This is an optimization exercise on Yosys and OpenROAD, whose aim is small area and a short achievable clock period, not a production implementation. RTL that was checked went through simulation tests only; none was proved equivalent to the original. Power and IR drop assume default switching activity.

## mecobo_core
module mecobo_core
(
  input  logic                        sys_clk,
  input  logic                        global_clock_reset,
  input  logic                        host_cs,
  input  logic                        host_wr,
  input  logic [7:0]                  host_addr,
  input  logic [15:0]                 host_wdata,
  output logic [15:0]                 host_rdata,
  output logic [8-1:0] pins
);
Size in the first run: about 1,700 flip-flops, ~52 I/O pins, ~68,000 µm² of cells after synthesis.
==> flow/config.mk <==
export PLATFORM = sky130hd
export DESIGN_NAME = mecobo_core
export DESIGN_NICKNAME = mecobo_core
export VERILOG_FILES = /design/flow/design.v
export SDC_FILE = /design/flow/constraint.sdc
export NUM_CORES = 4
export LEC_CHECK = 0
export CAP_MARGIN = 20
export CORE_MARGIN = 2
export CORE_UTILIZATION = 70
export CTS_BUF_LIST = sky130_fd_sc_hd__clkbuf_16
export CTS_CLUSTER_DIAMETER = 60
export CTS_CLUSTER_SIZE = 30
export PLACE_DENSITY = 0.85
export SETUP_SLACK_MARGIN = 3.4
export SLEW_MARGIN = 20
==> flow/constraint.sdc <==
create_clock -name core_clock -period 6.0 [get_ports {sys_clk}]
set_input_delay 1.2000 -clock core_clock [delete_from_list [all_inputs] [get_ports {sys_clk}]]
set_output_delay 1.2000 -clock core_clock [all_outputs]
set_load 0.01 [all_outputs]
run.sh (not shown) runs the stock make flow with config.mk's settings and CLKGATE_MAP_FILE= SYNTH_SCRIPT=/design/flow/synth_recipe.tcl, a recipe that flattens the netlist after the stock synthesis.
Then changed:
CORE_UTILIZATION = 55   (was 70)
PLACE_DENSITY = 0.7   (was 0.85)
SETUP_SLACK_MARGIN = 3.6   (was 3.4)
After rerunning:
- synthesized cell count is unchanged
- worst setup slack gains 0.081 ns
- area after synthesis does not change
- utilization is lower by 15 points
- fmax is higher by a few percent
- clock-buffer cell count is higher by 15
- wire length is lower by a few percent
- die area is higher by a quarter to a third
Then changed:
SETUP_SLACK_MARGIN = 3.4   (was 3.6)
Outcome:
- synthesized area is unchanged
- cell count falls by 0.53%
- first-iteration DRC count rises by about 2.5%
- worst setup slack got worse by 0.038 ns
- power hardly moves
- die area does not change
- synthesized cell count does not change
- sequential power is about the same
- global-route usage stays flat
- clock power falls by about 0.7%
Then changed:
==> flow/flow/run.sh (new file) <==
#!/bin/bash
# Standard layout, with the port buffers inserted as buf_4 cells instead of
# the buffer_ports default.
set -euo pipefail
bash standard.sh 'BUFFER_PORTS_ARGS=-buffer_cell sky130_fd_sc_hd__buf_4' finish > standard_flow.log 2>&1
==> flow/standard.sh (new file) <==
#!/bin/bash
# synth_recipe.tcl (not shown) runs the flow's synth.tcl, then flattens the netlist and writes it again
# the make line also repeats each setting of config.mk as NAME=value (left out here)
make -C /OpenROAD-flow-scripts/flow DESIGN_CONFIG=/design/flow/config.mk WORK_HOME=/design/flow/orfs CLKGATE_MAP_FILE= SYNTH_SCRIPT=/design/flow/synth_recipe.tcl "${@:-finish}"
removed: flow/run.sh
Result: The changed run produced a clean layout; via count hardly moves; flip-flop and latch count does not change; wire length falls by 0.63%; global-route usage falls by 0.33 points; register-to-register slack gets worse by 0.20 ns.
Function was not checked in any run of this note: the RTL went through the layout flow alone.

========
## amber
mecobo_core, a different RTL version from the one above (not shown whole).
For scale: ~52 I/O pins, about 69000 um2 of cells after synthesis.
// mecobo_core
module mecobo_core
(
  input  logic                        sys_clk,
  input  logic                        global_clock_reset,
  input  logic                        host_cs,
  input  logic                        host_wr,
  input  logic [7:0]                  host_addr,
  input  logic [15:0]                 host_wdata,
  output logic [15:0]                 host_rdata,
  output logic [8-1:0] pins
);
clock: 6.0 ns
lec_check: 0
cap_margin: 20
core_margin: 2
core_utilization: 40
place_density: 0.6
slew_margin: 20
Stock flow here: none of the scripts above is used.
amber went all the way through the flow, and no timing, DRC or antenna check failed.
## Diff of input files: quartz against amber
Settings: putting SETUP_SLACK_MARGIN at 3.4 where nothing was set.
## What came out
Design area | quartz above amber. Where relative slew slack is concerned, amber is outperformed by quartz. Between quartz and amber, global-route wire length before repair is higher for quartz, amber comes in under that. Relative to amber, arrival time of the worst setup path has gone down in quartz. The higher clock period minus worst slack came out of amber. Changes observed in quartz relative to amber: final wirelength up 9700 um, part of the cycle the worst path needs down 15 points. [quartz] sum of routed wire segments on met1 rose about 3% relative to amber.

========
Another version of the RTL of mecobo_core (not shown whole).
For scale: roughly 52 I/O pins.
clock: 6.0 ns
lec_check: 0
cap_margin: 20
core_margin: 2
core_utilization: 40
cts_buf_list: sky130_fd_sc_hd__clkbuf_8
cts_cluster_diameter: 40
cts_cluster_size: 20
place_density: 0.6
setup_slack_margin: 3.4
slew_margin: 20
The baseline completed without violations.
Then changed:
--- a/flow/config.mk
+++ b/flow/config.mk
@@ -11,3 +10,0 @@
-export CTS_BUF_LIST = sky130_fd_sc_hd__clkbuf_8
-export CTS_CLUSTER_DIAMETER = 40
-export CTS_CLUSTER_SIZE = 20
Outcome: Synthesized area does not change. Hold slack gains 0.023 ns. Design area came out higher by 0.86%. Routed wire length came out lower by 0.36%. Critical path depth came out higher by 10. Power came out higher by 6.2%. Register-to-register slack barely changes.

========
## run K
mecobo_core, a different RTL version from the one above (not shown whole).
Size: about 4,800 cells after synthesis, ~1,700 flip-flops, ~70,000 um^2 of cells after synthesis.
Settings: LEC_CHECK=0, CAP_MARGIN=20, CORE_MARGIN=2, CORE_UTILIZATION=55, CTS_BUF_LIST=sky130_fd_sc_hd__clkbuf_16, CTS_CLUSTER_DIAMETER=60, CTS_CLUSTER_SIZE=30, PLACE_DENSITY=0.7, SETUP_SLACK_MARGIN=3.4, SLEW_MARGIN=20, SYNTH_HIERARCHICAL=1, SYNTH_MINIMUM_KEEP_SIZE=0; clock period 6.0 ns.
Run K ended with every stage complete and zero timing, DRC or antenna violations.
### run K -> run B
-- flow/config.mk --
<<< run K, line 17
export SYNTH_HIERARCHICAL = 1
export SYNTH_MINIMUM_KEEP_SIZE = 0
>>> run B, line 17
export TNS_END_PERCENT = 20
Notes after the runs:
- Between run B and run K, data arrival at the endpoint of the critical path is higher for run K, run B comes in under that.
- Switching part of the total: run B vs run K, no meaningful difference
- Lower footprint of the multi-input gates among run B and run K: run B
- Run K leaves more setup margin than run B.
- Summary — vertical die dimension, run B relative to run K: lower, by 0.72%.
- Of run B and run K, it is run B that has the lower fraction of layout instances using a drive strength above 1.
- The run with more routed wire is run K, not run B.
- Run B vs run K — number of signal-net inverters in the final layout dropped by a little under 10%

========
mecobo_core, a different RTL version from the one above (not shown whole).
For scale: roughly 4900 cells after synthesis, about 52 I/O pins, ~0.069 mm2 of cells after synthesis.
Settings: LEC_CHECK=0, CAP_MARGIN=20, CORE_MARGIN=2, CORE_UTILIZATION=55, CTS_BUF_LIST=sky130_fd_sc_hd__clkbuf_16, CTS_CLUSTER_DIAMETER=60, CTS_CLUSTER_SIZE=30, PLACE_DENSITY=0.7, SETUP_SLACK_MARGIN=3.4, SLEW_MARGIN=20; clock period 6.0 ns.
Next try:
--- a/flow/config.mk
+++ b/flow/config.mk
@@ -8,9 +8,9 @@
 export CAP_MARGIN = 20
 export CORE_MARGIN = 2
-export CORE_UTILIZATION = 55
+export CORE_UTILIZATION = 40
 export CTS_BUF_LIST = sky130_fd_sc_hd__clkbuf_16
 export CTS_CLUSTER_DIAMETER = 60
 export CTS_CLUSTER_SIZE = 30
-export PLACE_DENSITY = 0.7
+export PLACE_DENSITY = 0.6
 export SETUP_SLACK_MARGIN = 3.4
 export SLEW_MARGIN = 20
The changed run produced a clean layout.
Setup slack gets worse by 0.073 ns.
Synthesized area does not change.
Worst hold slack gets worse by 0.010 ns.
Sequential share of layout area went down by 0.90 points.
Maximum frequency went down by 2.4%.
Wire length went up by 5.4%.
No functional check of the RTL was part of any run of this note.

========
== run A ==
RTL: one of the versions met above, not the one the previous note started from.
For scale: about 5000 cells after synthesis, about 1700 flip-flops, about 52 I/O pins.
make LEC_CHECK=0 CAP_MARGIN=20 CORE_MARGIN=2 CORE_UTILIZATION=55 CTS_BUF_LIST=sky130_fd_sc_hd__clkbuf_16 CTS_CLUSTER_DIAMETER=60 CTS_CLUSTER_SIZE=30 PLACE_DENSITY=0.7 SETUP_SLACK_MARGIN=3.4 SLEW_MARGIN=20 SYNTH_HIERARCHICAL=1 SYNTH_MINIMUM_KEEP_SIZE=0 finish   # period 6.0 ns
Run A completed; timing, DRC and antenna clean
The following lists how run C was set up differently from run A:
Settings: SYNTH_HIERARCHICAL removed (was 1); SYNTH_MINIMUM_KEEP_SIZE removed (was 0); CTS_CLUSTER_DIAMETER changed from 60 to 80.
### Flow results
The non-clock buffer count of run C falls short of that of run A by 11%. Final HPWL from detailed placement is lower on run C. Delta (run C minus run A): share of cell area taken by flip-flops and latches picked up an extra 2.8 points, core utilization decreased 0.78 points, simple-gate area share of the yosys netlist held, net total in the final layout shows a reduction of 3.3%. Run C improves on run A in post-layout total power.
Function was not checked in any run of this note: the RTL went through the layout flow alone.

========
mecobo_core with an RTL version that a note above also has.
Size: roughly 1700 flip-flops, about 52 I/O pins.
==> flow/design.v (excerpt) <==
module mecobo_core
(
  input  logic                        sys_clk,
  input  logic                        global_clock_reset,
  input  logic                        host_cs,
  input  logic                        host_wr,
  input  logic [7:0]                  host_addr,
  input  logic [15:0]                 host_wdata,
  output logic [15:0]                 host_rdata,
  output logic [8-1:0] pins
);
  logic [52:0] cmd_in;
  logic        cmd_push;
  logic        cmd_full;
  logic        cmd_empty;
  logic [7:0]  bus_hit;
  logic        bus_period;
  logic        bus_duty;
  logic        bus_mode;
  logic        bus_sample;
  logic [2:0]  bus_pin;
  logic [15:0] bus_value;
  logic        bus_value_z;
  logic [15:0] value_p1;
  logic [15:0] per1_d;
  logic [15:0] duty_d;
  logic        value_nz;
  logic [11:0] stamp;
  logic [15:0] cnt1_n [8];
  logic [2:0]  head_pin;
  logic [15:0] cnt1_hd;
  logic        lt_set;
  logic [15:0] sample;
  logic        sample_valid;
  logic        sample_pop;
  logic        sample_overflow;
  host_bus i_host_bus (
    .sys_clk            (sys_clk),
    .global_clock_reset (global_clock_reset),
    .host_cs            (host_cs),
    .host_wr            (host_wr),
    .host_addr          (host_addr),
    .host_wdata         (host_wdata),
    .host_rdata         (host_rdata),
    .cmd_push           (cmd_push),
    .cmd                (cmd_in),
    .cmd_full           (cmd_full),
    .cmd_empty          (cmd_empty),
    .sample_valid       (sample_valid),
    .sample             (sample),
    .sample_overflow    (sample_overflow),
    .sample_pop         (sample_pop)
  );
  scheduler i_scheduler (
    .sys_clk            (sys_clk),
    .global_clock_reset (global_clock_reset),
    .cmd_push           (cmd_push),
    .cmd_in             (cmd_in),
    .cmd_full           (cmd_full),
    .cmd_empty          (cmd_empty),
    .bus_hit            (bus_hit),
    .bus_period         (bus_period),
    .bus_duty           (bus_duty),
    .bus_mode           (bus_mode),
    .bus_sample         (bus_sample),
  ...
export LEC_CHECK = 0
export CAP_MARGIN = 20
export CORE_MARGIN = 2
export CORE_UTILIZATION = 55
export CTS_BUF_LIST = sky130_fd_sc_hd__clkbuf_16
export CTS_CLUSTER_DIAMETER = 60
export CTS_CLUSTER_SIZE = 30
export PLACE_DENSITY = 0.7
export SETUP_SLACK_MARGIN = 3.4
export SLEW_MARGIN = 20
export SYNTH_HIERARCHICAL = 1
export SYNTH_MINIMUM_KEEP_SIZE = 0
export TNS_END_PERCENT = 20
create_clock -name core_clock -period 6.0 [get_ports {sys_clk}]
The baseline finished with timing, DRC and antenna clean.
Rerun with:
Settings changed: SETUP_SLACK_MARGIN 3.4 to 3.5, SYNTH_HIERARCHICAL 1 to not set, SYNTH_MINIMUM_KEEP_SIZE 0 to not set, TNS_END_PERCENT 20 to not set.
Effect: The new run ran to the end with no violations. Cell count grows slightly. Wire length grows by a few percent. Setup slack improved by 0.30 ns. Area after synthesis shrinks slightly. Clock-buffer cell count grows by 6. Clock skew grows by 0.0043 ns.
Rerun with:
Settings changed: SETUP_SLACK_MARGIN 3.5 to 3.4.
Routed wire length rose by about 1.9%.
Die area is unchanged.
Power went down by about 0.75%.
Worst setup slack is better by 0.022 ns.
Final area shrinks by 0.52%.
Clock-buffer cell count came out lower by 10.
Sequential power stays flat.
Rerun with:
Settings changed: CAP_MARGIN 20 to 5, SLEW_MARGIN 20 to 5.
Effect: Power hardly moves. Sequential power stays flat. Via count barely changes. Synthesized area stays the same. Combinational power stays flat. Clock-buffer cell count does not change.

========
Starting RTL as in the previous note.
==> flow/config.mk <==
export PLATFORM = sky130hd
export DESIGN_NAME = mecobo_core
export DESIGN_NICKNAME = mecobo_core
export VERILOG_FILES = /design/flow/design.v
export SDC_FILE = /design/flow/constraint.sdc
export NUM_CORES = 4
export LEC_CHECK = 0
export CAP_MARGIN = 20
export CORE_MARGIN = 2
export CORE_UTILIZATION = 55
export CTS_BUF_LIST = sky130_fd_sc_hd__clkbuf_8 sky130_fd_sc_hd__clkbuf_16
export CTS_CLUSTER_DIAMETER = 60
export CTS_CLUSTER_SIZE = 30
export PLACE_DENSITY = 0.7
export SETUP_SLACK_MARGIN = 3.4
export SLEW_MARGIN = 20
==> flow/constraint.sdc <==
create_clock -name core_clock -period 6.0 [get_ports {sys_clk}]
set_input_delay 1.2000 -clock core_clock [delete_from_list [all_inputs] [get_ports {sys_clk}]]
set_output_delay 1.2000 -clock core_clock [all_outputs]
set_load 0.01 [all_outputs]
The first run ran to the end with no violations.
Edit:
--- a/flow/config.mk
+++ b/flow/config.mk
@@ -8 +8 @@
-export CAP_MARGIN = 20
+export CAP_MARGIN = 10
@@ -11 +11 @@
-export CTS_BUF_LIST = sky130_fd_sc_hd__clkbuf_8 sky130_fd_sc_hd__clkbuf_16
+export CTS_BUF_LIST = sky130_fd_sc_hd__clkbuf_16
@@ -16 +16 @@
-export SLEW_MARGIN = 20
+export SLEW_MARGIN = 10
After rerunning: The changed run finished clean. Routed wire length is about the same. Worst setup slack improved by 0.087 ns. Power barely changes. Area after synthesis does not change. Synthesized cell count stays the same. Register-to-register slack improved by 0.09 ns.

-- re-timing with driven ports --
The results above use ideal ports. As a check the final layouts listed here were re-extracted and re-timed, cells and wires unchanged. Step 1 (the two cells are an assumption about what drives the block):
set clk [get_ports {sys_clk}]
set_driving_cell -lib_cell sky130_fd_sc_hd__clkbuf_16 $clk
set_driving_cell -lib_cell sky130_fd_sc_hd__buf_2 [delete_from_list [all_inputs] $clk]
Step 2 times the ports against the registers' clock, not the clock port: input delays grow and output delays shrink by t, the midpoint of the rising clock arrivals with the driver on. Slacks: ideal / step 1 / step 2; pairs: ideal / step 1.
run | t (ns) | setup slack, ns | worst setup path at the end | clock arrival spread, ns | worst register clock-pin slew, ns
the first run of note 1 | 0.810 | 3.249 / 3.249 / 2.471 | input to register | 0.067 / 0.067 | 0.12 / 0.12
the second run of note 1 | 0.833 | 3.330 / 3.347 / 2.514 | input to register | 0.051 / 0.050 | 0.10 / 0.10
the third run of note 1 | 0.811 | 3.292 / 3.325 / 2.513 | input to register | 0.075 / 0.075 | 0.10 / 0.10
the fourth run of note 1 | 0.830 | 3.129 / 3.129 / 2.528 | input to register | 0.073 / 0.074 | 0.11 / 0.11
amber | 0.875 | 1.594 / 1.594 / 0.865 | input to register | 0.073 / 0.073 | 0.07 / 0.07
quartz | 0.873 | 2.507 / 2.507 / 2.467 | input to register | 0.083 / 0.083 | 0.07 / 0.07
the first run of note 3 | 1.056 | 3.219 / 3.136 / 2.375 | input to register | 0.116 / 0.115 | 0.09 / 0.09
the second run of note 3 | 0.891 | 3.260 / 3.260 / 2.627 | input to register | 0.093 / 0.093 | 0.07 / 0.07
run K | 0.826 | 3.383 / 3.354 / 2.604 | input to register | 0.080 / 0.080 | 0.11 / 0.11
run B | 0.822 | 3.053 / 2.979 / 2.615 | input to register | 0.051 / 0.051 | 0.10 / 0.10
the first run of note 5 | 0.830 | 3.065 / 3.065 / 2.612 | input to register | 0.067 / 0.067 | 0.11 / 0.11
the second run of note 5 | 0.859 | 2.992 / 2.992 / 2.619 | input to register | 0.080 / 0.080 | 0.10 / 0.10
run A | 0.828 | 3.394 / 3.360 / 2.604 | input to register | 0.086 / 0.086 | 0.10 / 0.10
run C | 0.772 | 3.221 / 3.264 / 2.492 | input to register | 0.080 / 0.079 | 0.11 / 0.11
the first run of note 7 | 0.824 | 3.035 / 2.966 / 2.521 | input to register | 0.060 / 0.060 | 0.10 / 0.10
the second run of note 7 | 0.844 | 3.336 / 3.336 / 2.714 | input to register | 0.073 / 0.073 | 0.11 / 0.11
the third run of note 7 | 0.830 | 3.358 / 3.344 / 2.623 | input to register | 0.070 / 0.070 | 0.10 / 0.10
the fourth run of note 7 | 0.833 | 3.418 / 3.342 / 2.640 | input to register | 0.071 / 0.071 | 0.11 / 0.11
the first run of note 8 | 0.840 | 3.330 / 3.330 / 2.630 | input to register | 0.074 / 0.074 | 0.11 / 0.11
the second run of note 8 | 0.833 | 3.418 / 3.342 / 2.640 | input to register | 0.071 / 0.071 | 0.11 / 0.11
After both steps setup and hold are still met in every run listed. For the first run of note 3, which loses most, drivers alone change the setup slack by -0.083 ns; drivers and shift together by -0.844 ns.
